Source: an optimization exercise on an open RTL-to-GDS flow (aim: a short achievable clock period and few clock cycles per item). Production flows keep margins and buffers that such runs may drop.
RTL that was checked went through simulation tests only; none was proved equivalent to the original.
No functional check of the RTL was part of run 1.
Power and IR drop assume default switching activity.

## design/flow/design.v

```verilog
package cpuPkg;
	localparam int dataWidth = 16;
	localparam int regCount = 8;
	localparam int regIdxWidth = $clog2(regCount);
	typedef logic [dataWidth-1:0] wordT;
	typedef logic [regIdxWidth-1:0] regIdxT;
	localparam int opcodeMsb = 15;
	localparam int opcodeLsb = 11;
	localparam int opcodeWidth = opcodeMsb - opcodeLsb + 1;
	localparam int rxMsb = 10;
	localparam int rxLsb = 8;
	localparam int ryMsb = 7;
	localparam int ryLsb = 5;
	localparam int rzMsb = 4;
	localparam int rzLsb = 2;
	localparam int imm8Width = 8;
	localparam int imm5Width = 5;
	localparam int imm11Width = 11;
	typedef enum logic [opcodeWidth-1:0] {
		opNop   = 5'd0,
		opAddu  = 5'd1,
		opSubu  = 5'd2,
		opAnd   = 5'd3,
		opOr    = 5'd4,
		opSlt   = 5'd5,
		opAddiu = 5'd6,
		opLi    = 5'd7,
		opLw    = 5'd8,
		opSw    = 5'd9,
		opBeqz  = 5'd10,
		opBnez  = 5'd11,
		opB     = 5'd12,
		opJr    = 5'd13
	} opcodeT;
	localparam wordT nopWord = '0;
endpackage
module ksAdd16 (
	input  logic [15:0] a,
	input  logic [15:0] b,
	input  logic        ci,
	output logic [15:0] y
);
	logic [15:0] p0;
	logic [15:0] g0;
	logic [15:0] p1;
	logic [15:0] g1;
	logic [15:0] p2;
	logic [15:0] g2;
	logic [15:0] p3;
	logic [15:0] g3;
	logic [15:0] g4;
	logic [15:0] c;
	assign p0 = a ^ b;
	assign g0 = (a & b) | {15'd0, p0[0] & ci};
	always_comb
	begin
		for (int i = 0; i < 16; i++)
		begin
			if (i >= 1)
			begin
				g1[i] = g0[i] | (p0[i] & g0[i-1]);
				p1[i] = p0[i] & p0[i-1];
			end
			else
			begin
				g1[i] = g0[i];
				p1[i] = p0[i];
			end
		end
		for (int i = 0; i < 16; i++)
		begin
			if (i >= 2)
			begin
				g2[i] = g1[i] | (p1[i] & g1[i-2]);
				p2[i] = p1[i] & p1[i-2];
			end
			else
			begin
				g2[i] = g1[i];
				p2[i] = p1[i];
			end
		end
		for (int i = 0; i < 16; i++)
		begin
			if (i >= 4)
			begin
				g3[i] = g2[i] | (p2[i] & g2[i-4]);
				p3[i] = p2[i] & p2[i-4];
			end
			else
			begin
				g3[i] = g2[i];
				p3[i] = p2[i];
			end
		end
		for (int i = 0; i < 16; i++)
		begin
			if (i >= 8)
				g4[i] = g3[i] | (p3[i] & g3[i-8]);
			else
				g4[i] = g3[i];
		end
	end
	assign c = {g4[14:0], ci};
	assign y = p0 ^ c;
endmodule
module pipelineCpu (
	input  logic           CLK,
	input  logic           RST,
	output cpuPkg::wordT   imemAddr,
	input  cpuPkg::wordT   imemData,
	output cpuPkg::wordT   dmemAddr,
	output cpuPkg::wordT   dmemWData,
	output logic           dmemRead,
	output logic           dmemWrite,
	input  cpuPkg::wordT   dmemRData,
	output logic           wbValid,
	output cpuPkg::regIdxT wbReg,
	output cpuPkg::wordT   wbData
);
	logic [15:0] pc;
	logic [2:0]  liReg;
	logic [7:0]  liImm;
	logic [1:0]  bpCtr [16];
	logic        fdValid;
	logic [15:0] fdInstr;
	logic [15:0] fdPcInc;
	logic [15:0] fdTarget;
	logic        fdPredT;
	logic [3:0]  fdBpIdx;
	logic        deRegWrite;
	logic        deIsLoad;
	logic        deIsStore;
	logic        deIsCond;
	logic        deIsJr;
	logic        deOpAdd;
	logic        deOpSub;
	logic        deOpAnd;
	logic        deOpOr;
	logic        deOpSlt;
	logic        deFwdAEm;
	logic        deFwdAMw;
	logic        deFwdBEm;
	logic        deFwdBMw;
	logic        deFwdSEm;
	logic        deFwdSMw;
	logic        deBeqz;
	logic        deBwd;
	logic        dePredT;
	logic [3:0]  deBpIdx;
	logic [15:0] deAVal;
	logic [15:0] deBVal;
	logic [15:0] deSVal;
	logic [2:0]  deDest;
	logic [15:0] deTarget;
	logic [15:0] deAltPc;
	logic        emRegWrite;
	logic        emIsLoad;
	logic        emIsStore;
	logic [15:0] emResult;
	logic [15:0] emStoreData;
	logic [2:0]  emDest;
	logic        mwRegWrite;
	logic [15:0] mwResult;
	logic [2:0]  mwDest;
	logic [15:0] regs [8];
	logic        stall;
	logic        redirect;
	logic [15:0] redirPc;
	logic [4:0]  fOp;
	logic        fIsB;
	logic        fIsCond;
	logic        fIsJr;
	logic        fIsLi;
	logic        fJrHit;
	logic        fFlip;
	logic        fPredT;
	logic [15:0] pcInc;
	logic [15:0] fTarget8;
	logic [15:0] fTarget11;
	logic [15:0] fTarget;
	logic [15:0] nextPc;
	assign imemAddr = pc;
	assign pcInc = pc + 16'd1;
	assign fOp = imemData[15:11];
	assign fIsB = fOp == 5'd12;
	assign fIsCond = fOp == 5'd10 || fOp == 5'd11;
	assign fIsJr = fOp == 5'd13;
	assign fIsLi = fOp == 5'd7;
	assign fJrHit = fIsJr && imemData[10:8] == liReg;
	assign fFlip = bpCtr[pc[3:0]][1];
	assign fPredT = fIsB || (fIsCond && (imemData[7] ^ fFlip)) || fJrHit;
	ksAdd16 target8Add (.a(pc), .b({{8{imemData[7]}}, imemData[7:0]}), .ci(1'b1),
		.y(fTarget8));
	ksAdd16 target11Add (.a(pc), .b({{5{imemData[10]}}, imemData[10:0]}), .ci(1'b1),
		.y(fTarget11));
	assign fTarget = fIsB ? fTarget11 : (fIsJr ? {8'h00, liImm} : fTarget8);
	always_comb
	begin
		if (redirect)
			nextPc = redirPc;
		else if (stall)
			nextPc = pc;
		else if (fPredT)
			nextPc = fTarget;
		else
			nextPc = pcInc;
	end
	always_ff @(posedge CLK or negedge RST)
	begin
		if (!RST)
		begin
			pc <= '0;
			liReg <= '0;
			liImm <= '0;
			fdValid <= 1'b0;
		end
		else
		begin
			pc <= nextPc;
			if (fIsLi)
			begin
				liReg <= imemData[10:8];
				liImm <= imemData[7:0];
			end
			if (redirect)
				fdValid <= 1'b0;
			else if (!stall)
				fdValid <= 1'b1;
		end
	end
	always_ff @(posedge CLK)
	begin
		if (!stall)
		begin
			fdInstr <= imemData;
			fdPcInc <= pcInc;
			fdTarget <= fTarget;
			fdPredT <= fPredT;
			fdBpIdx <= pc[3:0];
		end
	end
	logic [4:0]  dOp;
	logic [2:0]  dRx;
	logic [2:0]  dRy;
	logic [2:0]  dRz;
	logic        dRegOp;
	logic        dSrcImm;
	logic        dIsLi;
	logic        dUseRx;
	logic        dUseRy;
	logic        dRegWrite;
	logic [2:0]  dDest;
	logic [15:0] dImm;
	logic [15:0] dRxVal;
	logic [15:0] dRyVal;
	logic        dRxEm;
	logic        dRxMw;
	logic        dRyEm;
	logic        dRyMw;
	assign dOp = fdValid ? fdInstr[15:11] : 5'd0;
	assign dRx = fdInstr[10:8];
	assign dRy = fdInstr[7:5];
	assign dRz = fdInstr[4:2];
	assign dRegOp = dOp >= 5'd1 && dOp <= 5'd5;
	assign dSrcImm = dOp == 5'd6 || dOp == 5'd7 || dOp == 5'd8 || dOp == 5'd9;
	assign dIsLi = dOp == 5'd7;
	assign dUseRx = dRegOp || dOp == 5'd6 || dOp == 5'd8 || dOp == 5'd9 || dOp == 5'd10 ||
		dOp == 5'd11 || dOp == 5'd13;
	assign dUseRy = dRegOp || dOp == 5'd9;
	assign dRegWrite = dRegOp || dOp == 5'd6 || dOp == 5'd7 || dOp == 5'd8;
	assign dDest = dRegOp ? dRz : (dOp == 5'd8 ? dRy : dRx);
	always_comb
	begin
		case (dOp)
			5'd6:       dImm = {{8{fdInstr[7]}}, fdInstr[7:0]};
			5'd7:       dImm = {8'h00, fdInstr[7:0]};
			default:    dImm = {{11{fdInstr[4]}}, fdInstr[4:0]};
		endcase
	end
	assign dRxVal = (mwRegWrite && mwDest == dRx) ? mwResult : regs[dRx];
	assign dRyVal = (mwRegWrite && mwDest == dRy) ? mwResult : regs[dRy];
	assign dRxEm = deRegWrite && deDest == dRx;
	assign dRxMw = !dRxEm && emRegWrite && emDest == dRx;
	assign dRyEm = deRegWrite && deDest == dRy;
	assign dRyMw = !dRyEm && emRegWrite && emDest == dRy;
	assign stall = deIsLoad && ((dUseRx && dRx == deDest) || (dUseRy && dRy == deDest));
	always_ff @(posedge CLK or negedge RST)
	begin
		if (!RST)
		begin
			deRegWrite <= 1'b0;
			deIsLoad <= 1'b0;
			deIsStore <= 1'b0;
			deIsCond <= 1'b0;
			deIsJr <= 1'b0;
			deOpAdd <= 1'b0;
			deOpSub <= 1'b0;
			deOpAnd <= 1'b0;
			deOpOr <= 1'b0;
			deOpSlt <= 1'b0;
		end
		else if (redirect || stall)
		begin
			deRegWrite <= 1'b0;
			deIsLoad <= 1'b0;
			deIsStore <= 1'b0;
			deIsCond <= 1'b0;
			deIsJr <= 1'b0;
			deOpAdd <= 1'b0;
			deOpSub <= 1'b0;
			deOpAnd <= 1'b0;
			deOpOr <= 1'b0;
			deOpSlt <= 1'b0;
		end
		else
		begin
			deRegWrite <= dRegWrite;
			deIsLoad <= dOp == 5'd8;
			deIsStore <= dOp == 5'd9;
			deIsCond <= (dOp == 5'd10 || dOp == 5'd11) && fdInstr[7:0] != 8'd0;
			deIsJr <= dOp == 5'd13;
			deOpAdd <= dOp == 5'd1 || dSrcImm;
			deOpSub <= dOp == 5'd2;
			deOpAnd <= dOp == 5'd3;
			deOpOr <= dOp == 5'd4;
			deOpSlt <= dOp == 5'd5;
		end
	end
	always_ff @(posedge CLK)
	begin
		deFwdAEm <= dRxEm && !dIsLi;
		deFwdAMw <= dRxMw && !dIsLi;
		deAVal <= (dRxEm || dRxMw || dIsLi) ? 16'd0 : dRxVal;
		deFwdBEm <= dRyEm && !dSrcImm;
		deFwdBMw <= dRyMw && !dSrcImm;
		deBVal <= dSrcImm ? dImm : ((dRyEm || dRyMw) ? 16'd0 : dRyVal);
		deFwdSEm <= dRyEm;
		deFwdSMw <= dRyMw;
		deSVal <= (dRyEm || dRyMw) ? 16'd0 : dRyVal;
		deBeqz <= fdInstr[11] == 1'b0;
		deBwd <= fdInstr[7];
		dePredT <= fdPredT;
		deBpIdx <= fdBpIdx;
		deDest <= dDest;
		deTarget <= fdTarget;
		deAltPc <= fdPredT ? fdPcInc : fdTarget;
	end
	logic [15:0] opA;
	logic [15:0] opB;
	logic [15:0] storeVal;
	logic [15:0] sum;
	logic [15:0] diff;
	logic        lt;
	logic [15:0] aluResult;
	logic        aZero;
	logic        actualT;
	logic        mispCond;
	logic        mispJr;
	assign opA = ({16{deFwdAEm}} & emResult) | ({16{deFwdAMw}} & mwResult) | deAVal;
	assign opB = ({16{deFwdBEm}} & emResult) | ({16{deFwdBMw}} & mwResult) | deBVal;
	assign storeVal = ({16{deFwdSEm}} & emResult) | ({16{deFwdSMw}} & mwResult) | deSVal;
	ksAdd16 sumAdd (.a(opA), .b(opB), .ci(1'b0), .y(sum));
	ksAdd16 diffAdd (.a(opA), .b(~opB), .ci(1'b1), .y(diff));
	assign lt = (opA[15] != opB[15]) ? opA[15] : diff[15];
	assign aluResult = ({16{deOpAdd}} & sum) | ({16{deOpSub}} & diff) |
		({16{deOpAnd}} & (opA & opB)) | ({16{deOpOr}} & (opA | opB)) |
		{15'd0, deOpSlt & lt};
	assign aZero = opA == 16'd0;
	assign actualT = deBeqz ? aZero : !aZero;
	assign mispCond = deIsCond && (actualT != dePredT);
	assign mispJr = deIsJr && (!dePredT || opA != deTarget);
	assign redirect = mispCond || mispJr;
	assign redirPc = deIsJr ? opA : deAltPc;
	always_ff @(posedge CLK or negedge RST)
	begin
		if (!RST)
		begin
			for (int i = 0; i < 16; i++)
				bpCtr[i] <= 2'd0;
		end
		else if (deIsCond)
		begin
			if (actualT != deBwd)
			begin
				if (bpCtr[deBpIdx] != 2'd3)
					bpCtr[deBpIdx] <= bpCtr[deBpIdx] + 2'd1;
			end
			else if (bpCtr[deBpIdx] != 2'd0)
				bpCtr[deBpIdx] <= bpCtr[deBpIdx] - 2'd1;
		end
	end
	always_ff @(posedge CLK or negedge RST)
	begin
		if (!RST)
		begin
			emRegWrite <= 1'b0;
			emIsLoad <= 1'b0;
			emIsStore <= 1'b0;
		end
		else
		begin
			emRegWrite <= deRegWrite;
			emIsLoad <= deIsLoad;
			emIsStore <= deIsStore;
		end
	end
	always_ff @(posedge CLK)
	begin
		emResult <= aluResult;
		emStoreData <= storeVal;
		emDest <= deDest;
	end
	assign dmemAddr = emResult;
	assign dmemWData = emStoreData;
	assign dmemRead = emIsLoad;
	assign dmemWrite = emIsStore;
	always_ff @(posedge CLK or negedge RST)
	begin
		if (!RST)
			mwRegWrite <= 1'b0;
		else
			mwRegWrite <= emRegWrite;
	end
	always_ff @(posedge CLK)
	begin
		mwResult <= emIsLoad ? dmemRData : emResult;
		mwDest <= emDest;
	end
	assign wbValid = mwRegWrite;
	assign wbReg = mwDest;
	assign wbData = mwResult;
	always_ff @(posedge CLK or negedge RST)
	begin
		if (!RST)
		begin
			for (int i = 0; i < 8; i++)
				regs[i] <= '0;
		end
		else if (mwRegWrite)
			regs[mwDest] <= mwResult;
	end
endmodule
```

## design/flow/run.sh

```bash
#!/bin/bash
# synth_recipe.tcl (not shown) runs the flow's synth.tcl, then flattens the netlist and writes it again
# the make line also repeats each setting of config.mk as NAME=value (left out here)
make -C /OpenROAD-flow-scripts/flow DESIGN_CONFIG=/design/flow/config.mk WORK_HOME=/design/flow/orfs CLKGATE_MAP_FILE= SYNTH_SCRIPT=/design/flow/synth_recipe.tcl finish
```

## design/flow/config.mk

```make
export PLATFORM = sky130hd
export DESIGN_NAME = pipelineCpu
export DESIGN_NICKNAME = pipelineCpu
export VERILOG_FILES = /design/flow/design.v
export SDC_FILE = /design/flow/constraint.sdc
export NUM_CORES = 4
export LEC_CHECK = 0
export ABC_CLOCK_PERIOD_IN_PS = 2500
export CAP_MARGIN = 20
export CORE_MARGIN = 2
export CORE_UTILIZATION = 40
export SETUP_SLACK_MARGIN = 3.6
export SLEW_MARGIN = 20
```

## design/flow/constraint.sdc

```tcl
create_clock -name core_clock -period 6.2 [get_ports {CLK}]
set_input_delay 1.2400 -clock core_clock [delete_from_list [all_inputs] [get_ports {CLK}]]
set_output_delay 1.2400 -clock core_clock [all_outputs]
set_load 0.01 [all_outputs]
```

==> results of run 1 <==
[state kept, by name, indices dropped and copies added (netlist names), 8 cells and up]
| name | count |
|---|---|
| regs | 128 |
| bpCtr | 32 |
| deAVal | 16 |
| deAltPc | 16 |
| deBVal | 16 |
| deSVal | 16 |
| deTarget | 16 |
| emResult | 16 |
| emStoreData | 16 |
| fdInstr | 16 |
| fdPcInc | 16 |
| fdTarget | 16 |
| mwResult | 16 |
| pc | 16 |
| liImm | 8 |
[power groups by stage]
| stage | logic, W | registers [W] | clock network [W] |
|---|---|---|---|
| final | 0.00527 | 0.00427 | 0.00288 |
| after global routing | 0.00563 | 0.00435 | 0.00303 |
| after CTS | 0.00474 | 0.00424 | 0.00291 |
| after detailed placement | 0.00375 | 0.00441 | 0 |
| after global placement | 0.00370 | 0.00439 | 0 |
| after floorplan | 0.00283 | 0.00400 | 0 |
[synth_stat cells, drive strengths merged (14+ instances only)]
| library cell | number |
|---|---|
| edfxtp | 53 |
| o21ai | 83 |
| dfxtp | 150 |
| nand2 | 164 |
| a21oi | 108 |
| mux2i | 60 |
| nand3 | 46 |
| nand2b | 19 |
| and3 | 14 |
| clkbuf | 106 |
| xnor2 | 56 |
| nor3 | 27 |
| ha | 71 |
| buf | 42 |
| nand4 | 14 |
| a211oi | 39 |
| o22ai | 33 |
| dfrtp | 202 |
| a221oi | 49 |
| mux2 | 182 |
| mux4 | 24 |
| nor2 | 145 |
| o211ai | 14 |
| xor2 | 29 |
| a31oi | 18 |
| inv | 57 |
| a221o | 38 |
| a22oi | 23 |
| nor2b | 17 |
[per-layer routing]
layer  vias to the layer above  GRT usage (%)
met3                       128           3.79
met1                      9195           35.7
met5                         -              0
met2                       754           41.8
li1                       8110              -
met4                         2           7.49
[what timing repair did]
item	in CTS	in global routing
setup endpoints to repair	252	171
setup buffers	144	48
cloned	6	1
pin swaps	90	70
resized for setup	412	107
[final cells by class]
cell class	count	area [sq um]	share of cell area, %
timing repair buffer	328	3130	11.2
inverter	59	250	0.895
clock buffer	66	1340	4.78
multi-input combinational	1445	12300	44.1
tap	688	861	3.08
sequential	405	9790	35.0
clock inverter	19	255	0.913
[logic make-up after synthesis]
| kind of cell | share of synthesized area, % |
|---|---|
| compound gates | 17.4 |
| xor+xnor | 3.79 |
| fa+ha+maj | 4.32 |
| buf+inv | 3.80 |
| flops | 44.9 |
| mux | 14.9 |
| simple gates | 10.9 |
[final timing paths]
check | start | to | slack, ns | cells past startpoint
max | deFwdAEm | emResult[15] | 2.66 | 15
min | fdBpIdx[2] | deBpIdx[2] | 0.34 | 0
max reg2reg | deFwdAEm | emResult[15] | 2.66 | 15
min reg2reg | fdBpIdx[2] | deBpIdx[2] | 0.34 | 0
max in group asynchronous | RST | emIsLoad | 4.36 | 3
min in group asynchronous | RST | bpCtr[10][0] | 0.54 | 1
[metrics by stage]
step	power [W]	worst slack (ns)	util, %	instance area, sq um
final	0.0124	2.66	52.9	28000
after global routing	0.0130	2.55	52.9	28000
after CTS	0.0119	2.59	51.4	27200
after detailed placement	0.00816	1.64	44.2	23300
after global placement	0.00809	1.67	44.2	23300
after floorplan	0.00683	2.59	-	21900
==> flow_summary.ini, run 1 <==
[drt]
first_iter_violations = 1751
wire_per_inst_um = 24.4
ant_nets = 0
dr.pass1.iters = 6
wl_met1_mm = 31.7
met3WireLength_mm = 5.24
highest_layer = met5
dr_total_vias = 18200
viasPerCell = 6.04
drc = 0
totalWireLength_mm = 73.5
met2_length_mm = 34.5

[worst_setup_path]
crit_required_ns = 6.67
path_delay_family = compound AO/OA/AOI/OAI gates
path_buf_inv = 2
endpoint_kind = register
worst_path_max_delay_cell = fa_2
crit_path_max_fanout = 7
crit_type = register to register
cp.arrival_ns = 4.02
critPathMaxStageDelay_ns = 0.52
crit_chain = buf_12, a221oi_4, inv_2, ha_4, nand2b_1, a21o_1, nor2_2, o41a_1, o41ai_4, a21oi_2, o21bai_1, a221oi_2, fa_2, o22ai_1, a221o_1
start_kind = register

[finish]
nFillCells = 4543
final_cells = 3010
antennaDiodeCount = 0
drive_gt1_share_pct = 34.7
final_common_cell = dfrtp_1
final_cell_mix = dfrtp_1, mux2_2, buf_4
areaGrowthSynthToFinish_pct = 30.2
nets = 2392

[place]
post-dp-hpwl_mm = 45.7
gp_congestion = 0.916
portBuffers = 103
post-place-cells = 2725

[sta]
rsz0062_at_grt = true
maxSlewViolCount = 0
hold_violations = 0
worst_clock_skew_ns = 0.0255
relSlewSlack_pct = 41.7
setup_viol = 0
fmax_mhz = 282
tightest_slew_ns = 0.875
timing.hold.ws_ns = 0.337
fin_crit_sh_pct = 57.2
fin_crit_ns = 3.54
tns_ns = 0

[synth]
synthDominantCellAreaShare_pct = 23.5
ys_ff_latch = 405
avgSynthCellArea_sq_um = 10.5
synth-edff-count = 53
synthTopCellsByArea = dfrtp_1, dfxtp_1, mux2_2
netlist_area_sq_mm = 0.0215
synth.distinct_cells = 90
synthFlopType = dfrtp_1
async_flop_share_pct = 49.9
syn_nets = 2159
ys_seq_area_share_pct = 44.9
synth.largest_area_cell = dfrtp_1
syn_inst = 2052
yosysWarnings = 4

[floorplanning]
start_util_pct = 40.6
ios = 104
core_sq_mm = 0.0529
die_h_um = 236
die_area_sq_mm = 0.0556
num_rows = 84
die_w_um = 236

[clocking]
clkLatencyLatePin_ns = 0.60
cts.sinks = 405
path_clk_slew_ns = 0.06
cts-buffers-inserted = 46
cts_tree = built
htree_levels = 2
clk_path_buf_depth = 3
hold_buffers = 0
cts-root-buf = clkbuf_16

[power]
switching_power_w = 0.00466
leakage_nw = 11.9
pwr-share-seq_pct = 34.4
clkPwrFrac_pct = 23.2
power_density_mw_per_mm2 = 444
ir_drop_uv = 285
power.internal_w = 0.00776
pwr-share-comb_pct = 42.4
p_sw_share_pct = 37.5

[global_route]
grt_pass1_vias = 17700
grt_max_degree = 177
grt_overflow = 0
grt_pass1_wl_mm = 111
grt_util_all_layers_pct = 25.7
antenna_found_initial = 2

[status]
run_status = finished clean

[worst_hold_path]
min_path_type = register to register

[flow_run]
maxCapViolCount = 0
==> run 2, diff against run 1 <==
--- a/design/flow/design.v
+++ b/design/flow/design.v
@@ -190,22 +190,41 @@
 	assign fJrHit = fIsJr && imemData[10:8] == liReg;
 	assign fFlip = bpCtr[pc[3:0]][1];
 	assign fPredT = fIsB || (fIsCond && (imemData[7] ^ fFlip)) || fJrHit;
-	ksAdd16 target8Add (.a(pc), .b({{8{imemData[7]}}, imemData[7:0]}), .ci(1'b1),
-		.y(fTarget8));
-	ksAdd16 target11Add (.a(pc), .b({{5{imemData[10]}}, imemData[10:0]}), .ci(1'b1),
-		.y(fTarget11));
-	assign fTarget = fIsB ? fTarget11 : (fIsJr ? {8'h00, liImm} : fTarget8);
+	logic [8:0]  lo8;
+	logic [11:0] lo11;
+	logic [7:0]  hi8Up;
+	logic [7:0]  hi8Down;
+	logic [4:0]  hi5Up;
+	logic [4:0]  hi5Down;
+	logic [7:0]  hi8;
+	logic [4:0]  hi5;
+	logic        takePred;
+	logic [15:0] basePc;
+	assign hi8Up = pc[15:8] + 8'd1;
+	assign hi8Down = pc[15:8] - 8'd1;
+	assign hi5Up = pc[15:11] + 5'd1;
+	assign hi5Down = pc[15:11] - 5'd1;
+	assign lo8 = {1'b0, pc[7:0]} + {1'b0, imemData[7:0]} + 9'd1;
+	assign lo11 = {1'b0, pc[10:0]} + {1'b0, imemData[10:0]} + 12'd1;
 	always_comb
 	begin
-		if (redirect)
-			nextPc = redirPc;
-		else if (stall)
-			nextPc = pc;
-		else if (fPredT)
-			nextPc = fTarget;
-		else
-			nextPc = pcInc;
+		case ({lo8[8], imemData[7]})
+			2'b10:   hi8 = hi8Up;
+			2'b01:   hi8 = hi8Down;
+			default: hi8 = pc[15:8];
+		endcase
+		case ({lo11[11], imemData[10]})
+			2'b10:   hi5 = hi5Up;
+			2'b01:   hi5 = hi5Down;
+			default: hi5 = pc[15:11];
+		endcase
 	end
+	assign fTarget8 = {hi8, lo8[7:0]};
+	assign fTarget11 = {hi5, lo11[10:0]};
+	assign fTarget = fIsB ? fTarget11 : (fIsJr ? {8'h00, liImm} : fTarget8);
+	assign basePc = redirect ? redirPc : (stall ? pc : pcInc);
+	assign takePred = fPredT && !redirect && !stall;
+	assign nextPc = takePred ? fTarget : basePc;
 	always_ff @(posedge CLK or negedge RST)
 	begin
 		if (!RST)
==> design/flow/config.mk (replaced) <==
export PLATFORM = sky130hd
export DESIGN_NAME = pipelineCpu
export DESIGN_NICKNAME = pipelineCpu
export VERILOG_FILES = /design/flow/design.v
export SDC_FILE = /design/flow/constraint.sdc
export NUM_CORES = 4
export LEC_CHECK = 0
export CAP_MARGIN = 20
export CORE_MARGIN = 2
export CORE_UTILIZATION = 40
export SETUP_SLACK_MARGIN = 3.8
export SLEW_MARGIN = 20
==> flow_summary.ini, run 2 <==
[status]
run_status = finished clean

[power]
p_sw_share_pct = 36.7
power_density_mw_per_mm2 = 428
pwr-share-seq_pct = 34.5
pwr-share-comb_pct = 43.5
ir_drop_uv = 281
clkPwrFrac_pct = 21.9
leakage_nw = 12.1
switching_power_w = 0.00444
power.internal_w = 0.00767

[finish]
final_common_cell = mux2_2
seqCellArea_sq_mm = 0.00982
areaGrowthSynthToFinish_pct = 33.9
multiInputGateArea_sq_mm = 0.0119
nets = 2343
largest_reg_flops = 128
final_cells = 2963
fin_util_pct = 54.0
top_regs = regs: 128 flops, bpCtr: 32 flops
drive_gt1_share_pct = 40.9
largest-register = regs
nFillCells = 4324
final_cell_mix = mux2_2, dfrtp_1, buf_4

[worst_setup_path]
crit_required_ns = 6.67
cp.arrival_ns = 4.55
endpoint_kind = register
worst_path_max_delay_cell = fa_2
crit_chain = buf_12, inv_12, ha_4, inv_2, fa_2, a21oi_4, o2111ai_2, a21o_1, a21oi_4, ha_4, xor2_2, ha_2, inv_1, o31a_1, o22ai_2, buf_4, xnor2_2, buf_4, o31ai_1, a21bo_2, a31oi_1, nand2_1
start_kind = input pin
crit_type = input pin to register
crit_path_max_fanout = 3
critPathMaxStageDelay_ns = 0.36

[drt]
drc = 0
wire_per_inst_um = 24.1
totalWireLength_mm = 71.5
ant_nets = 0
viasPerCell = 5.95
dr.pass1.iters = 5
dr_total_vias = 17600
first_iter_violations = 1551

[clocking]
htree_levels = 2
path_clk_slew_ns = 0.07
clk_path_buf_depth = 3
cts-buffers-inserted = 46
cts-root-buf = clkbuf_16
cts.sinks = 405
clkLatencyLatePin_ns = 0.60
cts_tree = built

[synth]
synth_common_cells = dfrtp_1, mux2_2, dfxtp_1, nor2_1, nand2_1
syn_nets = 2051
ys_seq_area_share_pct = 45.6
yosysWarnings = 4
async_flop_share_pct = 49.9
ys_ff_latch = 405
synthTopCellsByArea = dfrtp_1, dfxtp_1, mux2_2
syn_inst = 1943
yosysMostFrequentCell = dfrtp_1
netlist_area_sq_mm = 0.0211
avgSynthCellArea_sq_um = 10.9
synth.largest_area_cell = dfrtp_1
synth.distinct_cells = 85
synthFlopType = dfrtp_1
synthDominantCellAreaShare_pct = 23.9
synth-edff-count = 53

[global_route]
grt_pass1_vias = 17400
grt_overflow = 0
grt_util_all_layers_pct = 25.7
antenna_found_initial = 2
grt_pass1_wl_mm = 107
grt_max_degree = 106

[sta]
worst_clock_skew_ns = 0.0331
fin_ws_ns = 2.11
setup_viol = 0
fmax_mhz = 245
rsz0062_at_grt = true
tightest_slew_ns = 0.960
relSlewSlack_pct = 35.0
maxSlewViolCount = 0
timing.hold.ws_ns = 0.339
fin_crit_ns = 4.09
tns_ns = 0
fin_crit_sh_pct = 65.9
hold_violations = 0

[worst_hold_path]
min_path_type = register to register

[place]
portBuffers = 103
place_ws_ns = 0.774
post-place-cells = 2618
post-dp-hpwl_mm = 42.4
gp_congestion = 0.862

[flow_run]
maxCapViolCount = 0

[floorplanning]
die_h_um = 234
core_sq_mm = 0.0524
die_w_um = 234
die_area_sq_mm = 0.0547
num_rows = 84
start_util_pct = 40.3
ios = 104
==> run 2: area by class of cell <==
class                   count  share of cell area (%)
multi-input cells        1318                    42.0
flip-flops and latches    405                    34.7
repair buffers            388                    14.0
clock buffers              58                    4.55
well taps                 688                    3.04
inverters                  76                    1.10
clock inverters            28                   0.592
diodes                      2                  0.0177
==> run 2: worst max-delay path: cells and delay by family <==
| kind | cells | cell delay, ns |
|---|---|---|
| compound gates | 9 | 1.59 |
| xor+xnor | 2 | 0.26 |
| fa+ha+maj | 4 | 0.88 |
| buf+inv | 6 | 0.50 |
| simple gates | 1 | 0.07 |
==> run 2: cells by family after synthesis <==
logic type      count (synthesis)  synth area share, %
mux                           273                 15.9
compound gates                441                 15.8
fa+ha+maj                      74                 4.56
buf+inv                       220                 4.16
flops                         405                 45.6
xor+xnor                       86                 3.73
simple gates                  444                 10.3
==> run 2: worst paths after layout <==
kind / from / end / slack (ns) / cells past startpoint
max reg2reg: pc[0] / pc[12] / 2.32 / 21
min: fdBpIdx[3] / deBpIdx[3] / 0.34 / 0
max in group asynchronous: RST / pc[2] / 4.28 / 2
min in group asynchronous: RST / regs[2][14] / 0.72 / 1
max: imemData[0] / pc[12] / 2.11 / 22
min reg2reg: fdBpIdx[3] / deBpIdx[3] / 0.34 / 0
==> run 2: per-layer routing <==
layer | routed length (um) | vias to the layer above | track usage, %
li1 | - | 7783 | -
met5 | 0 | - | 0
met1 | 30100 | 8947 | 34.3
met2 | 33900 | 753 | 41.6
met3 | 4920 | 150 | 4.32
met4 | 2650 | 0 | 10.1
==> run 2: metrics by stage <==
step,instance area [sq um],power (W)
finish,28300,0.0121
global route,28300,0.0127
CTS,27700,0.0117
detailed placement,23000,0.00780
global placement,23000,0.00768
floorplan,21600,0.00659
==> run 2: what timing repair did <==
action | in CTS | in global routing
resized for setup | 711 | 87
pin swaps | 107 | 50
hold endpoints to repair | 0 | 0
hold buffers | 0 | 0
setup endpoints to repair | 276 | 229
buffers inserted | 220 | 29
gates cloned | 3 | 5
==> run 2: power by group through the flow <==
| stage | Clock (W) | Combinational, W | Sequential [W] |
|---|---|---|---|
| floorplan | 0 | 0.00263 | 0.00397 |
| global placement | 0 | 0.00333 | 0.00435 |
| detailed placement | 0 | 0.00342 | 0.00438 |
| CTS | 0.00269 | 0.00489 | 0.00415 |
| global route | 0.00281 | 0.00560 | 0.00426 |
| finish | 0.00266 | 0.00527 | 0.00418 |
Testbench counts of run 2, summed over its fixed seeds: cycles 10,774, instrs 10,210.
==> run 3, diff against run 2 <==
==> design/flow/flow/run.sh (new file) <==
#!/bin/bash
# Standard layout, except that the combinational logic of the standard synthesis is
# mapped again by ABC with a delay-driven script before floorplanning. The standard
# synthesis's registers (cells and instance names) are kept as they are.
set -euo pipefail
W=$(pwd)
F=$W/flow
R=$W/orfs/results/$FLOW_PLATFORM/pipelineCpu/base
LIB=$FLOW_HOME/platforms/$FLOW_PLATFORM/lib/sky130_fd_sc_hd__tt_025C_1v80.lib
YOSYS=$(command -v yosys || true)
if [[ -z "$YOSYS" ]]; then YOSYS=$FLOW_HOME/../tools/install/yosys/bin/yosys; fi

# 1. the standard synthesis
bash standard.sh synth > $W/log_1_synth.txt 2>&1
cp $R/1_2_yosys.v $W/standard_synth.v

# 2. map the combinational logic again; registers stay as instances
SEQ=$(tr '\n' ' ' < $F/seqcells.txt)
DU=$(sed 's/^/-dont_use /' $F/dontuse.txt | tr '\n' ' ')
printf 'set_driving_cell sky130_fd_sc_hd__buf_1\nset_load 5\n' > $W/resyn.constr
cat > $W/resyn.ys <<EOY
read_liberty -ignore_miss_func $LIB
setattr -mod -set keep_hierarchy 1 $SEQ
read_verilog $W/standard_synth.v
hierarchy -top $FLOW_TOP
flatten
opt_clean -purge
abc -script $F/resyn.abc -liberty $LIB $DU -constr $W/resyn.constr
opt_clean -purge
hilomap -singleton -hicell sky130_fd_sc_hd__conb_1 HI -locell sky130_fd_sc_hd__conb_1 LO
insbuf -buf sky130_fd_sc_hd__buf_4 A X
rename -hide w:*.*
opt_clean -purge
select $FLOW_TOP
write_verilog -noattr -nohex -nodec -selected $W/resyn.v
EOY
$YOSYS -l $W/log_2_resynth.txt -q $W/resyn.ys > /dev/null 2>&1

# the registers must be the standard synthesis's, instance for instance
regs() { grep -E '^ *sky130_fd_sc_hd__(df|edf|sdf|dl)[a-z0-9_]* ' "$1" | awk '{print $1, $2}' | sort; }
if ! diff <(regs $W/standard_synth.v) <(regs $W/resyn.v) > $W/log_regdiff.txt; then
  echo "registers differ after remapping" >&2
  exit 1
fi
cp $W/resyn.v $R/1_2_yosys.v
touch $R/1_2_yosys.v

# 3. the rest of the standard layout
bash standard.sh > $W/log_3_layout.txt 2>&1
test -f $W/out/final.def
==> design/flow/flow/dontuse.txt (new file) <==
sky130_fd_sc_hd__lpflow_bleeder_1
sky130_fd_sc_hd__lpflow_clkbufkapwr_1
sky130_fd_sc_hd__lpflow_clkbufkapwr_16
sky130_fd_sc_hd__lpflow_clkbufkapwr_2
sky130_fd_sc_hd__lpflow_clkbufkapwr_4
sky130_fd_sc_hd__lpflow_clkbufkapwr_8
sky130_fd_sc_hd__lpflow_clkinvkapwr_1
sky130_fd_sc_hd__lpflow_clkinvkapwr_16
sky130_fd_sc_hd__lpflow_clkinvkapwr_2
sky130_fd_sc_hd__lpflow_clkinvkapwr_4
sky130_fd_sc_hd__lpflow_clkinvkapwr_8
sky130_fd_sc_hd__lpflow_decapkapwr_12
sky130_fd_sc_hd__lpflow_decapkapwr_3
sky130_fd_sc_hd__lpflow_decapkapwr_4
sky130_fd_sc_hd__lpflow_decapkapwr_6
sky130_fd_sc_hd__lpflow_decapkapwr_8
sky130_fd_sc_hd__lpflow_inputiso0n_1
sky130_fd_sc_hd__lpflow_inputiso0p_1
sky130_fd_sc_hd__lpflow_inputiso1n_1
sky130_fd_sc_hd__lpflow_inputiso1p_1
sky130_fd_sc_hd__lpflow_inputisolatch_1
sky130_fd_sc_hd__lpflow_isobufsrc_1
sky130_fd_sc_hd__lpflow_isobufsrc_16
sky130_fd_sc_hd__lpflow_isobufsrc_2
sky130_fd_sc_hd__lpflow_isobufsrc_4
sky130_fd_sc_hd__lpflow_isobufsrc_8
sky130_fd_sc_hd__lpflow_isobufsrckapwr_16
sky130_fd_sc_hd__lpflow_lsbuf_lh_hl_isowell_tap_1
sky130_fd_sc_hd__lpflow_lsbuf_lh_hl_isowell_tap_2
sky130_fd_sc_hd__lpflow_lsbuf_lh_hl_isowell_tap_4
sky130_fd_sc_hd__lpflow_lsbuf_lh_isowell_4
sky130_fd_sc_hd__lpflow_lsbuf_lh_isowell_tap_1
sky130_fd_sc_hd__lpflow_lsbuf_lh_isowell_tap_2
sky130_fd_sc_hd__lpflow_lsbuf_lh_isowell_tap_4
sky130_fd_sc_hd__probe_p_8
sky130_fd_sc_hd__probec_p_8
==> design/flow/flow/resyn.abc (new file) <==
strash
dch
map -D 1500
buffer -c
topo
upsize -c
dnsize -c
==> design/flow/flow/seqcells.txt (new file) <==
sky130_fd_sc_hd__dfbbn_1
sky130_fd_sc_hd__dfbbn_2
sky130_fd_sc_hd__dfbbp_1
sky130_fd_sc_hd__dfrbp_1
sky130_fd_sc_hd__dfrbp_2
sky130_fd_sc_hd__dfrtn_1
sky130_fd_sc_hd__dfrtp_1
sky130_fd_sc_hd__dfrtp_2
sky130_fd_sc_hd__dfrtp_4
sky130_fd_sc_hd__dfsbp_1
sky130_fd_sc_hd__dfsbp_2
sky130_fd_sc_hd__dfstp_1
sky130_fd_sc_hd__dfstp_2
sky130_fd_sc_hd__dfstp_4
sky130_fd_sc_hd__dfxbp_1
sky130_fd_sc_hd__dfxbp_2
sky130_fd_sc_hd__dfxtp_1
sky130_fd_sc_hd__dfxtp_2
sky130_fd_sc_hd__dfxtp_4
sky130_fd_sc_hd__dlclkp_1
sky130_fd_sc_hd__dlclkp_2
sky130_fd_sc_hd__dlclkp_4
sky130_fd_sc_hd__dlrbn_1
sky130_fd_sc_hd__dlrbn_2
sky130_fd_sc_hd__dlrbp_1
sky130_fd_sc_hd__dlrbp_2
sky130_fd_sc_hd__dlrtn_1
sky130_fd_sc_hd__dlrtn_2
sky130_fd_sc_hd__dlrtn_4
sky130_fd_sc_hd__dlrtp_1
sky130_fd_sc_hd__dlrtp_2
sky130_fd_sc_hd__dlrtp_4
sky130_fd_sc_hd__dlxbn_1
sky130_fd_sc_hd__dlxbn_2
sky130_fd_sc_hd__dlxbp_1
sky130_fd_sc_hd__dlxtn_1
sky130_fd_sc_hd__dlxtn_2
sky130_fd_sc_hd__dlxtn_4
sky130_fd_sc_hd__dlxtp_1
sky130_fd_sc_hd__edfxbp_1
sky130_fd_sc_hd__edfxtp_1
sky130_fd_sc_hd__lpflow_inputisolatch_1
sky130_fd_sc_hd__sdfbbn_1
sky130_fd_sc_hd__sdfbbn_2
sky130_fd_sc_hd__sdfbbp_1
sky130_fd_sc_hd__sdfrbp_1
sky130_fd_sc_hd__sdfrbp_2
sky130_fd_sc_hd__sdfrtn_1
sky130_fd_sc_hd__sdfrtp_1
sky130_fd_sc_hd__sdfrtp_2
sky130_fd_sc_hd__sdfrtp_4
sky130_fd_sc_hd__sdfsbp_1
sky130_fd_sc_hd__sdfsbp_2
sky130_fd_sc_hd__sdfstp_1
sky130_fd_sc_hd__sdfstp_2
sky130_fd_sc_hd__sdfstp_4
sky130_fd_sc_hd__sdfxbp_1
sky130_fd_sc_hd__sdfxbp_2
sky130_fd_sc_hd__sdfxtp_1
sky130_fd_sc_hd__sdfxtp_2
sky130_fd_sc_hd__sdfxtp_4
sky130_fd_sc_hd__sdlclkp_1
sky130_fd_sc_hd__sdlclkp_2
sky130_fd_sc_hd__sdlclkp_4
sky130_fd_sc_hd__sedfxbp_1
sky130_fd_sc_hd__sedfxbp_2
sky130_fd_sc_hd__sedfxtp_1
sky130_fd_sc_hd__sedfxtp_2
sky130_fd_sc_hd__sedfxtp_4
==> design/flow/standard.sh (new file) <==
#!/bin/bash
# synth_recipe.tcl (not shown) runs the flow's synth.tcl, then flattens the netlist and writes it again
# the make line also repeats each setting of config.mk as NAME=value (left out here)
make -C /OpenROAD-flow-scripts/flow DESIGN_CONFIG=/design/flow/config.mk WORK_HOME=/design/flow/orfs CLKGATE_MAP_FILE= SYNTH_SCRIPT=/design/flow/synth_recipe.tcl "${@:-finish}"
removed: design/flow/run.sh
==> flow_summary.ini, run 3 <==
[sta]
hold_violations = 0
fin_crit_sh_pct = 47.5
maxSlewViolCount = 0
fmax_mhz = 340
worst_clock_skew_ns = 0.0299
rsz0062_at_grt = true
setup_viol = 0
fin_crit_ns = 2.95
relSlewSlack_pct = 31.6
tns_ns = 0
tightest_slew_ns = 1.03

[worst_setup_path]
crit_top_cell = buf_12
crit_path_max_fanout = 14
crit_type = register to register
start_kind = register
critPathMaxStageDelay_ns = 0.39
cp.arrival_ns = 3.40
r2r_slack_ns = 3.25
crit_required_ns = 6.65
worst_path_max_delay_cell = dfxtp_4
endpoint_kind = register
crit_chain = buf_12, a21oi_4, o21ai_4, buf_4, nor4_4, nand4_4, xnor2_4, or2_4, o21ai_4, buf_12, nor2_4, buf_12, a21oi_2, a31oi_1

[synth]
netlist_area_sq_mm = 0.0205
avgSynthCellArea_sq_um = 8.26
syn_nets = 2511
syn_inst = 2477
yosysWarnings = 4

[floorplanning]
ios = 104
die_w_um = 230
core_sq_mm = 0.0503
start_util_pct = 40.7
die_h_um = 230
die_area_sq_mm = 0.0530
num_rows = 82

[finish]
largest-register = regs
final_cells = 3480
final_common_cell = nand2_1
areaGrowthSynthToFinish_pct = 35.2
nets = 2803
final_cell_mix = nand2_1, o21ai_0, buf_4
top_regs = regs: 128 flops, bpCtr: 32 flops
largest_reg_flops = 128
drive_gt1_share_pct = 31.0

[place]
portBuffers = 103
post-dp-hpwl_mm = 50.2
post-place-cells = 3105
gp_congestion = 0.951

[clocking]
clkLatencyLatePin_ns = 0.61
clk_path_buf_depth = 3
path_clk_slew_ns = 0.06
cts.sinks = 405
cts-buffers-inserted = 46
cts_tree = built
cts-root-buf = clkbuf_16
htree_levels = 2

[drt]
ant_nets = 0
wire_per_inst_um = 23.0
dr_total_vias = 20600
viasPerCell = 5.92
dr.pass1.iters = 6
first_iter_violations = 2252
totalWireLength_mm = 79.9
drc = 0

[flow_run]
maxCapViolCount = 0

[global_route]
grt_util_all_layers_pct = 28.6
grt_max_degree = 158
grt_pass1_wl_mm = 117
antenna_found_initial = 2
grt_overflow = 0
grt_pass1_vias = 19800

[status]
run_status = finished clean

[worst_hold_path]
min_path_type = register to register

[power]
power_density_mw_per_mm2 = 405
leakage_nw = 11.5
ir_drop_uv = 264
run 3: power breakdown:
part / total (W) / leakage [nW] / switching [W] / internal (W)
Combinational: 0.00450 / 6.30 / 0.00265 / 0.00185
Clock: 0.00263 / 0.686 / 0.00114 / 0.00149
Sequential: 0.00408 / 4.53 / 0.000589 / 0.00349
Total: 0.0112 / 11.5 / 0.00438 / 0.00683
run 3: final cells by class:
cell class | instances | area [sq um]
clock buffer | 76 | 1320
antenna | 1 | 2.50
clock inverter | 10 | 98.8
multi-input combinational | 1661 | 10700
timing repair inverter | 3 | 25.0
sequential | 405 | 9820
tap | 672 | 841
inverter | 244 | 1030
fill | 4454 | 22600
timing repair buffer | 408 | 3850
run 3: worst paths after layout:
kind,start,endpoint,cells after the start
worst max-delay path,deFwdAEm,bpCtr[4][1],14
worst min-delay path,fdBpIdx[1],deBpIdx[1],0
worst max register to register,deFwdAEm,bpCtr[4][1],14
worst min register to register,fdBpIdx[1],deBpIdx[1],0
max in group asynchronous,RST,pc[9],2
min in group asynchronous,RST,regs[7][12],1
run 3: timing repair:
item,CTS,global route
setup endpoints to repair,273,238
hold buffers,0,0
endpoints found under the hold margin,0,0
resized for setup,629,270
buffers inserted,196,80
gates cloned,7,5
pin swaps,61,91
run 3: worst max-delay path: cells and delay by family, from the launching register on:
kind | cells | cell delay [ns]
and+or+nand+nor | 4 | 0.93
AOI/OAI and AO/OA | 5 | 0.62
buffers and inverters | 4 | 0.61
DFF | 1 | 0.39
xor gates and xnor gates | 1 | 0.24
run 3: metal layers:
layer | track usage, % | vias to the layer above | share of wire (%)
met5 | 0 | - | 0.015
met4 | 15.2 | 2 | 5.2
met3 | 4.77 | 290 | 9.1
met2 | 45.0 | 1209 | 45
met1 | 37.6 | 9927 | 40
li1 | - | 9181 | -
run 3: per-stage QoR:
step | worst slack, ns | utilization (%) | hold WS (ns) | power, W | instance area [sq um]
final | 3.25 | 55.0 | 0.340 | 0.0112 | 27700
after CTS | 3.34 | 51.4 | 0.345 | 0.0106 | 25800
after global placement | 2.05 | 43.4 | 0.326 | 0.00717 | 21800
after detailed placement | 2.02 | 43.4 | 0.329 | 0.00724 | 21800
after floorplan | 3.11 | - | 0.323 | 0.00620 | 20700
after global routing | 3.13 | 55.0 | 0.355 | 0.0118 | 27700
==> run 4, diff against run 3 <==
--- a/design/flow/design.v
+++ b/design/flow/design.v
@@ -125,13 +125,14 @@
 	logic        fdValid;
 	logic [15:0] fdInstr;
 	logic [15:0] fdPcInc;
-	logic [15:0] fdTarget;
+	logic [7:0]  fdJrTarget;
 	logic        fdPredT;
 	logic [3:0]  fdBpIdx;
 	logic        deRegWrite;
 	logic        deIsLoad;
 	logic        deIsStore;
 	logic        deIsCond;
+	logic        deBpUpd;
 	logic        deIsJr;
 	logic        deOpAdd;
 	logic        deOpSub;
@@ -167,6 +168,8 @@
 	logic        stall;
 	logic        redirect;
 	logic [15:0] redirPc;
+	logic        dRedirect;
+	logic [15:0] dRedirPc;
 	logic [4:0]  fOp;
 	logic        fIsB;
 	logic        fIsCond;
@@ -222,8 +225,8 @@
 	assign fTarget8 = {hi8, lo8[7:0]};
 	assign fTarget11 = {hi5, lo11[10:0]};
 	assign fTarget = fIsB ? fTarget11 : (fIsJr ? {8'h00, liImm} : fTarget8);
-	assign basePc = redirect ? redirPc : (stall ? pc : pcInc);
-	assign takePred = fPredT && !redirect && !stall;
+	assign basePc = redirect ? redirPc : (dRedirect ? dRedirPc : (stall ? pc : pcInc));
+	assign takePred = fPredT && !redirect && !dRedirect && !stall;
 	assign nextPc = takePred ? fTarget : basePc;
 	always_ff @(posedge CLK or negedge RST)
 	begin
@@ -242,7 +245,7 @@
 				liReg <= imemData[10:8];
 				liImm <= imemData[7:0];
 			end
-			if (redirect)
+			if (redirect || dRedirect)
 				fdValid <= 1'b0;
 			else if (!stall)
 				fdValid <= 1'b1;
@@ -254,7 +257,7 @@
 		begin
 			fdInstr <= imemData;
 			fdPcInc <= pcInc;
-			fdTarget <= fTarget;
+			fdJrTarget <= liImm;
 			fdPredT <= fPredT;
 			fdBpIdx <= pc[3:0];
 		end
@@ -303,6 +306,25 @@
 	assign dRxMw = !dRxEm && emRegWrite && emDest == dRx;
 	assign dRyEm = deRegWrite && deDest == dRy;
 	assign dRyMw = !dRyEm && emRegWrite && emDest == dRy;
+	logic [15:0] dTarget;
+	logic [15:0] dOffset;
+	assign dOffset = (fdInstr[15:11] == 5'd12) ? {{5{fdInstr[10]}}, fdInstr[10:0]} :
+		{{8{fdInstr[7]}}, fdInstr[7:0]};
+	assign dTarget = (fdInstr[15:11] == 5'd13) ? {8'h00, fdJrTarget} : fdPcInc + dOffset;
+	logic        dIsCondNz;
+	logic        dEmHit;
+	logic        dCanResolve;
+	logic [15:0] dBrVal;
+	logic        dZero;
+	logic        dActualT;
+	assign dIsCondNz = (dOp == 5'd10 || dOp == 5'd11) && fdInstr[7:0] != 8'd0;
+	assign dEmHit = emRegWrite && emDest == dRx;
+	assign dCanResolve = dIsCondNz && !dRxEm && !(dEmHit && emIsLoad);
+	assign dBrVal = dEmHit ? emResult : dRxVal;
+	assign dZero = dBrVal == 16'd0;
+	assign dActualT = fdInstr[11] ? !dZero : dZero;
+	assign dRedirect = dCanResolve && (dActualT != fdPredT) && !redirect;
+	assign dRedirPc = fdPredT ? fdPcInc : dTarget;
 	assign stall = deIsLoad && ((dUseRx && dRx == deDest) || (dUseRy && dRy == deDest));
 	always_ff @(posedge CLK or negedge RST)
 	begin
@@ -318,6 +340,7 @@
 			deOpAnd <= 1'b0;
 			deOpOr <= 1'b0;
 			deOpSlt <= 1'b0;
+			deBpUpd <= 1'b0;
 		end
 		else if (redirect || stall)
 		begin
@@ -331,13 +354,15 @@
 			deOpAnd <= 1'b0;
 			deOpOr <= 1'b0;
 			deOpSlt <= 1'b0;
+			deBpUpd <= 1'b0;
 		end
 		else
 		begin
 			deRegWrite <= dRegWrite;
 			deIsLoad <= dOp == 5'd8;
 			deIsStore <= dOp == 5'd9;
-			deIsCond <= (dOp == 5'd10 || dOp == 5'd11) && fdInstr[7:0] != 8'd0;
+			deIsCond <= dIsCondNz && !dCanResolve;
+			deBpUpd <= dIsCondNz;
 			deIsJr <= dOp == 5'd13;
 			deOpAdd <= dOp == 5'd1 || dSrcImm;
 			deOpSub <= dOp == 5'd2;
@@ -362,8 +387,8 @@
 		dePredT <= fdPredT;
 		deBpIdx <= fdBpIdx;
 		deDest <= dDest;
-		deTarget <= fdTarget;
-		deAltPc <= fdPredT ? fdPcInc : fdTarget;
+		deTarget <= dTarget;
+		deAltPc <= fdPredT ? fdPcInc : dTarget;
 	end
 	logic [15:0] opA;
 	logic [15:0] opB;
@@ -391,6 +416,21 @@
 	assign mispJr = deIsJr && (!dePredT || opA != deTarget);
 	assign redirect = mispCond || mispJr;
 	assign redirPc = deIsJr ? opA : deAltPc;
+	logic        bpUpd;
+	logic        bpWrong;
+	logic [3:0]  bpIdx;
+	always_ff @(posedge CLK or negedge RST)
+	begin
+		if (!RST)
+			bpUpd <= 1'b0;
+		else
+			bpUpd <= deBpUpd;
+	end
+	always_ff @(posedge CLK)
+	begin
+		bpWrong <= actualT != deBwd;
+		bpIdx <= deBpIdx;
+	end
 	always_ff @(posedge CLK or negedge RST)
 	begin
 		if (!RST)
@@ -398,15 +438,15 @@
 			for (int i = 0; i < 16; i++)
 				bpCtr[i] <= 2'd0;
 		end
-		else if (deIsCond)
+		else if (bpUpd)
 		begin
-			if (actualT != deBwd)
+			if (bpWrong)
 			begin
-				if (bpCtr[deBpIdx] != 2'd3)
-					bpCtr[deBpIdx] <= bpCtr[deBpIdx] + 2'd1;
+				if (bpCtr[bpIdx] != 2'd3)
+					bpCtr[bpIdx] <= bpCtr[bpIdx] + 2'd1;
 			end
-			else if (bpCtr[deBpIdx] != 2'd0)
-				bpCtr[deBpIdx] <= bpCtr[deBpIdx] - 2'd1;
+			else if (bpCtr[bpIdx] != 2'd0)
+				bpCtr[bpIdx] <= bpCtr[bpIdx] - 2'd1;
 		end
 	end
 	always_ff @(posedge CLK or negedge RST)
==> design/flow/flow/resyn.abc (replaced) <==
strash
dch
map -D 1000
buffer -c
topo
upsize -c
dnsize -c
==> flow_summary.ini, run 4 <==
[power]
pwr-share-comb_pct = 42.0
power.internal_w = 0.00707
ir_drop_uv = 251
switching_power_w = 0.00490
p_sw_share_pct = 40.9
power_density_mw_per_mm2 = 392
pwr-share-seq_pct = 34.3
clkPwrFrac_pct = 23.7
leakage_nw = 12.9

[worst_setup_path]
endpoint_kind = register
path_buf_inv = 6
worst_path_max_delay_cell = edfxtp_1
crit_path_max_fanout = 14
crit_required_ns = 6.68
start_kind = register
crit_chain = buf_6, buf_12, nand2_8, clkinvlp_4, o2bb2ai_2, o21ai_1, nand3_2, o22ai_4, buf_6, nand4_4, o2111a_2, buf_12, buf_4, nand2_1, nand4_1, o2bb2ai_1
cp.arrival_ns = 3.66
crit_type = register to register
path_delay_family = compound AO/OA/AOI/OAI gates
critPathMaxStageDelay_ns = 0.39

[worst_hold_path]
min_path_type = register to register

[finish]
top_regs = regs: 128 flops, bpCtr: 32 flops
drive_gt1_share_pct = 31.9
largest-register = regs
final_cell_mix = nand2_1, o21ai_0, buf_4
nets = 3221
final_common_cell = nand2_1
largest_reg_flops = 128
areaGrowthSynthToFinish_pct = 39.6
antennaDiodeCount = 0
nFillCells = 4828
fin_util_pct = 56.6

[status]
run_status = finished clean

[sta]
tightest_slew_ns = 0.844
maxSlewViolCount = 0
hold_violations = 0
fmax_mhz = 314
fin_crit_sh_pct = 51.3
relSlewSlack_pct = 43.7
worst_clock_skew_ns = 0.0204
tns_ns = 0
fin_crit_ns = 3.18
timing.hold.ws_ns = 0.328
rsz0062_at_grt = true
setup_viol = 0

[drt]
ant_nets = 0
viasPerCell = 6.01
first_iter_violations = 3007
dr.pass1.iters = 8
dr_total_vias = 23500
totalWireLength_mm = 95.8
wire_per_inst_um = 24.4
drc = 0

[clocking]
cts-buffers-inserted = 47
cts_tree = built
cts-root-buf = clkbuf_16
cts.sinks = 404
htree_levels = 2
path_clk_slew_ns = 0.06
hold_buffers = 0
clk_path_buf_depth = 3
clkLatencyLatePin_ns = 0.59

[synth]
yosysWarnings = 4
netlist_area_sq_mm = 0.0218
avgSynthCellArea_sq_um = 7.74
syn_inst = 2822
syn_nets = 2856

[floorplanning]
num_rows = 85
die_area_sq_mm = 0.0565
core_sq_mm = 0.0539
ios = 104
die_h_um = 238
die_w_um = 238
start_util_pct = 40.5

[global_route]
grt_pass1_vias = 22500
antenna_found_initial = 0
grt_util_all_layers_pct = 32.9
grt_overflow = 0
grt_max_degree = 107
grt_pass1_wl_mm = 141

[place]
gp_congestion = 0.996
post-dp-hpwl_mm = 64.0
portBuffers = 103

[flow_run]
maxCapViolCount = 0
==> run 4: changes by cell type in the layout (fill, tap and decap cells not counted), sizes merged, moves of 33 or more <==
cell,change
buf,+46
nand2,+157
inv,+33
nor2,+38
o21ai,+67
nand3,+57
==> run 4: timing repair <==
item / in CTS / in global routing
gates resized for setup: 743 / 330
cloned: 9 / 3
setup buffers: 253 / 78
pin swaps: 87 / 116
endpoints found under the setup margin: 275 / 221
==> run 4: layout make-up <==
cell class	instances	area (sq um)	share of cell area, %
multi-input combinational	1987	12700	41.7
sequential	404	9730	31.9
tap	696	871	2.85
timing repair buffer	461	4400	14.4
timing repair inverter	3	32.5	0.107
clock inverter	25	234	0.767
clock buffer	61	1320	4.33
inverter	283	1190	3.90
==> run 4: path summary, 6_finish.rpt <==
kind | startpoint | endpoint | slack, ns | cells past startpoint
max in group asynchronous | RST | pc[7] | 4.30 | 2
hold / removal | deBpIdx[3] | bpIdx[3] | 0.33 | 0
setup reg to reg | fdInstr[8] | pc[5] | 3.02 | 16
hold reg to reg | deBpIdx[3] | bpIdx[3] | 0.33 | 0
setup / recovery | fdInstr[8] | pc[5] | 3.02 | 16
min in group asynchronous | RST | regs[6][9] | 0.76 | 1
==> run 4: stage by stage <==
| stage | std cells | worst slack, ns | instance area (sq um) | total power, W |
|---|---|---|---|---|
| 2_1_floorplan | 2822 | 3.27 | 22100 | 0.00631 |
| 3_3_place_gp | 3490 | 1.80 | 23300 | 0.00757 |
| 3_5_place_dp | 3491 | 1.62 | 23300 | 0.00763 |
| 4_1_cts | 3839 | 3.09 | 28600 | 0.0113 |
| 5_1_grt | 3920 | 2.87 | 30500 | 0.0125 |
| 6_report | 3920 | 3.02 | 30500 | 0.0120 |
==> run 4: worst register-to-register path: stages, from the launching register on <==
cell and delay, ns:
edfxtp_1 0.39, buf_6 0.17, buf_12 0.16, nand2_8 0.08, clkinvlp_4 0.24, o2bb2ai_2 0.22
o21ai_1 0.17, nand3_2 0.15, o22ai_4 0.22, buf_6 0.14, nand4_4 0.19, o2111a_2 0.34
buf_12 0.15, buf_4 0.14, nand2_1 0.05, nand4_1 0.11, o2bb2ai_1 0.15
==> run 4: metal layers <==
layer	wire (um)	part of all wire [%]	global-route usage (%)	vias to the layer above
li1	-	-	-	10500
met4	4760	5.0	14.8	0
met1	38400	40	42.7	11400
met5	0	0	0	-
met2	44400	46	53.8	1363
met3	8310	8.7	5.49	301
==> run 4: power groups by stage <==
stage	Clock (W)	Combinational [W]	Sequential, W
floorplan	0	0.00249	0.00382
global route	0.00296	0.00539	0.00417
global placement	0	0.00338	0.00419
finish	0.00284	0.00502	0.00411
CTS	0.00286	0.00442	0.00405
detailed placement	0	0.00344	0.00419
Testbench counts of run 4, summed over its fixed seeds: cycles 10,677, instrs 10,210.
==> run 5, diff against run 4 <==
--- a/design/flow/design.v
+++ b/design/flow/design.v
@@ -159,12 +159,20 @@
 	logic        emIsLoad;
 	logic        emIsStore;
 	logic [15:0] emResult;
+	logic [15:0] emAddr;
+	logic        emSelLoad;
 	logic [15:0] emStoreData;
 	logic [2:0]  emDest;
 	logic        mwRegWrite;
 	logic [15:0] mwResult;
 	logic [2:0]  mwDest;
+	logic [15:0] mwOutData;
+	logic [2:0]  mwOutDest;
 	logic [15:0] regs [8];
+	logic [7:0]  regZero;
+	logic        mwZero;
+	logic        deAZero;
+	logic        deAEqT;
 	logic        stall;
 	logic        redirect;
 	logic [15:0] redirPc;
@@ -314,14 +322,16 @@
 	logic        dIsCondNz;
 	logic        dEmHit;
 	logic        dCanResolve;
-	logic [15:0] dBrVal;
 	logic        dZero;
 	logic        dActualT;
 	assign dIsCondNz = (dOp == 5'd10 || dOp == 5'd11) && fdInstr[7:0] != 8'd0;
 	assign dEmHit = emRegWrite && emDest == dRx;
-	assign dCanResolve = dIsCondNz && !dRxEm && !(dEmHit && emIsLoad);
-	assign dBrVal = dEmHit ? emResult : dRxVal;
-	assign dZero = dBrVal == 16'd0;
+	assign dCanResolve = dIsCondNz && !dRxEm && !(dEmHit && emSelLoad);
+	logic        emZero;
+	logic        dRxZero;
+	assign emZero = emResult == 16'd0;
+	assign dRxZero = (mwRegWrite && mwDest == dRx) ? mwZero : regZero[dRx];
+	assign dZero = dEmHit ? emZero : dRxZero;
 	assign dActualT = fdInstr[11] ? !dZero : dZero;
 	assign dRedirect = dCanResolve && (dActualT != fdPredT) && !redirect;
 	assign dRedirPc = fdPredT ? fdPcInc : dTarget;
@@ -376,6 +386,8 @@
 		deFwdAEm <= dRxEm && !dIsLi;
 		deFwdAMw <= dRxMw && !dIsLi;
 		deAVal <= (dRxEm || dRxMw || dIsLi) ? 16'd0 : dRxVal;
+		deAZero <= dRxZero;
+		deAEqT <= dRxVal == {8'h00, fdJrTarget};
 		deFwdBEm <= dRyEm && !dSrcImm;
 		deFwdBMw <= dRyMw && !dSrcImm;
 		deBVal <= dSrcImm ? dImm : ((dRyEm || dRyMw) ? 16'd0 : dRyVal);
@@ -410,10 +422,13 @@
 	assign aluResult = ({16{deOpAdd}} & sum) | ({16{deOpSub}} & diff) |
 		({16{deOpAnd}} & (opA & opB)) | ({16{deOpOr}} & (opA | opB)) |
 		{15'd0, deOpSlt & lt};
-	assign aZero = opA == 16'd0;
+	logic        jrOk;
+	assign aZero = deFwdAEm ? emZero : (deFwdAMw ? mwZero : deAZero);
+	assign jrOk = deFwdAEm ? (emResult == deTarget) :
+		(deFwdAMw ? (mwResult == deTarget) : deAEqT);
 	assign actualT = deBeqz ? aZero : !aZero;
 	assign mispCond = deIsCond && (actualT != dePredT);
-	assign mispJr = deIsJr && (!dePredT || opA != deTarget);
+	assign mispJr = deIsJr && (!dePredT || !jrOk);
 	assign redirect = mispCond || mispJr;
 	assign redirPc = deIsJr ? opA : deAltPc;
 	logic        bpUpd;
@@ -467,10 +482,12 @@
 	always_ff @(posedge CLK)
 	begin
 		emResult <= aluResult;
+		emAddr <= sum;
+		emSelLoad <= deIsLoad;
 		emStoreData <= storeVal;
 		emDest <= deDest;
 	end
-	assign dmemAddr = emResult;
+	assign dmemAddr = emAddr;
 	assign dmemWData = emStoreData;
 	assign dmemRead = emIsLoad;
 	assign dmemWrite = emIsStore;
@@ -483,12 +500,18 @@
 	end
 	always_ff @(posedge CLK)
 	begin
-		mwResult <= emIsLoad ? dmemRData : emResult;
+		mwResult <= emSelLoad ? dmemRData : emResult;
+		mwZero <= (emSelLoad ? dmemRData : emResult) == 16'd0;
 		mwDest <= emDest;
+		if (emRegWrite)
+		begin
+			mwOutData <= emSelLoad ? dmemRData : emResult;
+			mwOutDest <= emDest;
+		end
 	end
 	assign wbValid = mwRegWrite;
-	assign wbReg = mwDest;
-	assign wbData = mwResult;
+	assign wbReg = mwOutDest;
+	assign wbData = mwOutData;
 	always_ff @(posedge CLK or negedge RST)
 	begin
 		if (!RST)
@@ -499,4 +522,11 @@
 		else if (mwRegWrite)
 			regs[mwDest] <= mwResult;
 	end
+	always_ff @(posedge CLK or negedge RST)
+	begin
+		if (!RST)
+			regZero <= 8'hff;
+		else if (mwRegWrite)
+			regZero[mwDest] <= mwZero;
+	end
 endmodule
==> flow_summary.ini, run 5 <==
[finish]
antennaDiodeCount = 0
multiInputGateArea_sq_mm = 0.0130
final_cells = 4135
drive_gt1_share_pct = 28.6
areaGrowthSynthToFinish_pct = 33.5
largest-register = regs
final_common_cell = nand2_1
largest_reg_flops = 128
final_cell_mix = nand2_1, inv_1, o21ai_0
top_regs = regs: 128 flops, bpCtr: 32 flops
seqCellArea_sq_mm = 0.0109
nets = 3355
nFillCells = 5342

[worst_setup_path]
crit_type = register to register
crit_required_ns = 6.70
start_kind = register
endpoint_kind = register
crit_path_max_fanout = 7
cp.arrival_ns = 3.20

[sta]
worst_clock_skew_ns = 0.0348
rsz0062_at_grt = true
maxSlewViolCount = 0
relSlewSlack_pct = 18.0
tns_ns = 0
tightest_slew_ns = 1.23
fmax_mhz = 371
hold_violations = 0
setup_viol = 0
fin_crit_sh_pct = 43.4
fin_crit_ns = 2.69

[drt]
dr.pass1.iters = 8
dr_total_vias = 25000
viasPerCell = 6.05
totalWireLength_mm = 99.8
ant_nets = 0
first_iter_violations = 3089
drc = 0
wire_per_inst_um = 24.1

[global_route]
grt_pass1_wl_mm = 145
grt_pass1_vias = 23300
antenna_found_initial = 1
grt_util_all_layers_pct = 31.4
grt_max_degree = 114
grt_overflow = 0

[power]
pwr-share-seq_pct = 35.7
p_sw_share_pct = 41.7
power_density_mw_per_mm2 = 424
power.total_w = 0.0134
clkPwrFrac_pct = 23.4
switching_power_w = 0.00557
ir_drop_uv = 238
pwr-share-comb_pct = 41.0
leakage_nw = 13.2
power.internal_w = 0.00779

[synth]
syn_nets = 3035
syn_inst = 3001
netlist_area_sq_mm = 0.0236
yosysWarnings = 4
avgSynthCellArea_sq_um = 7.86

[floorplanning]
die_h_um = 247
start_util_pct = 40.2
num_rows = 89
core_sq_mm = 0.0587
ios = 104
die_w_um = 247
die_area_sq_mm = 0.0609

[clocking]
cts-buffers-inserted = 49
path_clk_slew_ns = 0.06
cts-root-buf = clkbuf_16
cts_tree = built
clk_path_buf_depth = 3
clkLatencyLatePin_ns = 0.63
htree_levels = 2
cts.sinks = 451
hold_buffers = 0

[place]
post-dp-hpwl_mm = 64.8
gp_congestion = 0.961
portBuffers = 103
post-place-cells = 3762

[status]
run_status = finished clean

[worst_hold_path]
min_path_type = register to register

[flow_run]
maxCapViolCount = 0
==> run 5: repair_timing <==
item,CTS,global route
buffers inserted,181,85
setup endpoints to repair,284,194
cloned,9,6
pin swaps,109,113
gates resized for setup,766,268
==> run 5: layout make-up <==
type	count	share of cell area [%]
Clock buffer	75	5.02
Clock inverter	17	0.425
Inverter	346	4.64
Multi-Input combinational cell	2074	41.4
Sequential cell	451	34.5
Tap cell	773	3.07
Timing Repair Buffer	397	10.9
Timing Repair inverter	2	0.0556
==> run 5: final timing paths <==
path                                  start           to  slack (ns)  depth (start not counted)
worst max-delay path            fdInstr[14]       pc[15]        3.51                         14
worst min-delay path             deBpIdx[0]     bpIdx[0]        0.32                          0
worst max register to register  fdInstr[14]       pc[15]        3.51                         14
worst min register to register   deBpIdx[0]     bpIdx[0]        0.32                          0
max in group asynchronous               RST       pc[15]        4.17                          2
min in group asynchronous               RST  bpCtr[9][0]        0.67                          1
==> run 5: routing by layer <==
| metal | vias to the layer above | wire [um] | global-route usage [%] |
|---|---|---|---|
| met4 | 0 | 6350 | 15.8 |
| met3 | 407 | 11000 | 7.36 |
| met1 | 11900 | 39400 | 41.4 |
| met2 | 1661 | 43000 | 48.2 |
| li1 | 11000 | - | - |
| met5 | - | 0 | 0 |
==> run 5: critical path, stage by stage (launching register included) <==
cell      delay (ns)
edfxtp_1        0.57
buf_6           0.16
nand4_4         0.19
nand2_4         0.17
o21ai_4         0.11
buf_6           0.16
o21ai_4         0.10
inv_2           0.06
a31oi_1         0.16
nand4_1         0.18
nand3_1         0.18
nand2_2         0.09
nand4_1         0.07
nand4_1         0.15
o211a_1         0.24
==> run 5: stage by stage <==
stage	setup WS (ns)	hold slack [ns]	area (sq um)	util [%]
final	3.51	0.323	31500	53.7
after global routing	3.41	0.325	31500	53.7
after CTS	3.59	0.325	29800	50.8
after detailed placement	1.49	0.312	25200	43.0
after global placement	1.56	0.312	25200	43.0
after floorplan	3.41	0.310	23700	-
==> run 5: power by group through the flow <==
stage / clock network, W / logic (W) / registers [W]
after floorplan: 0 / 0.00294 / 0.00439
after global placement: 0 / 0.00402 / 0.00483
after detailed placement: 0 / 0.00407 / 0.00483
after CTS: 0.00314 / 0.00484 / 0.00472
after global routing: 0.00327 / 0.00590 / 0.00484
final: 0.00312 / 0.00547 / 0.00477
Testbench counts of run 5, summed over its fixed seeds: cycles 10,677, instrs 10,210.

afterwards: timing with drivers on the ports:
The results above use ideal ports. As a check the final layouts listed here were re-extracted and re-timed, cells and wires unchanged.
Step 1 sets driving cells, clkbuf_16 on the clock port and buf_2 on the other inputs (assumed; they add their load-dependent delay and slew).
Step 2 moves the port delays by t, midway between the first and last clock arrival at a register: inputs arrive t later, outputs are due t later. That takes back most of the time a late clock gives input paths.
a / b / c = no drivers / after step 1 / after step 2; a / b = the first two.
run	t, ns	setup WS [ns]	hold slack, ns	worst setup path at the end	latest minus earliest clock arrival (ns)
run 1	0.647	2.657 / 2.657 / 2.287	0.337 / 0.337 / 0.337	input to register	0.027 / 0.027
run 2	0.643	2.113 / 2.124 / 1.482	0.339 / 0.339 / 0.339	input to register	0.035 / 0.035
run 3	0.649	3.255 / 3.255 / 2.634	0.340 / 0.340 / 0.340	input to register	0.034 / 0.035
run 4	0.645	3.017 / 3.017 / 2.563	0.328 / 0.328 / 0.328	input to register	0.021 / 0.021
run 5	0.676	3.507 / 3.507 / 2.910	0.323 / 0.323 / 0.323	input to register	0.034 / 0.034
After both steps every run listed still meets setup and hold. For run 2, which loses most, drivers alone change the setup slack by +0.011 ns; drivers and shift together by -0.631 ns.
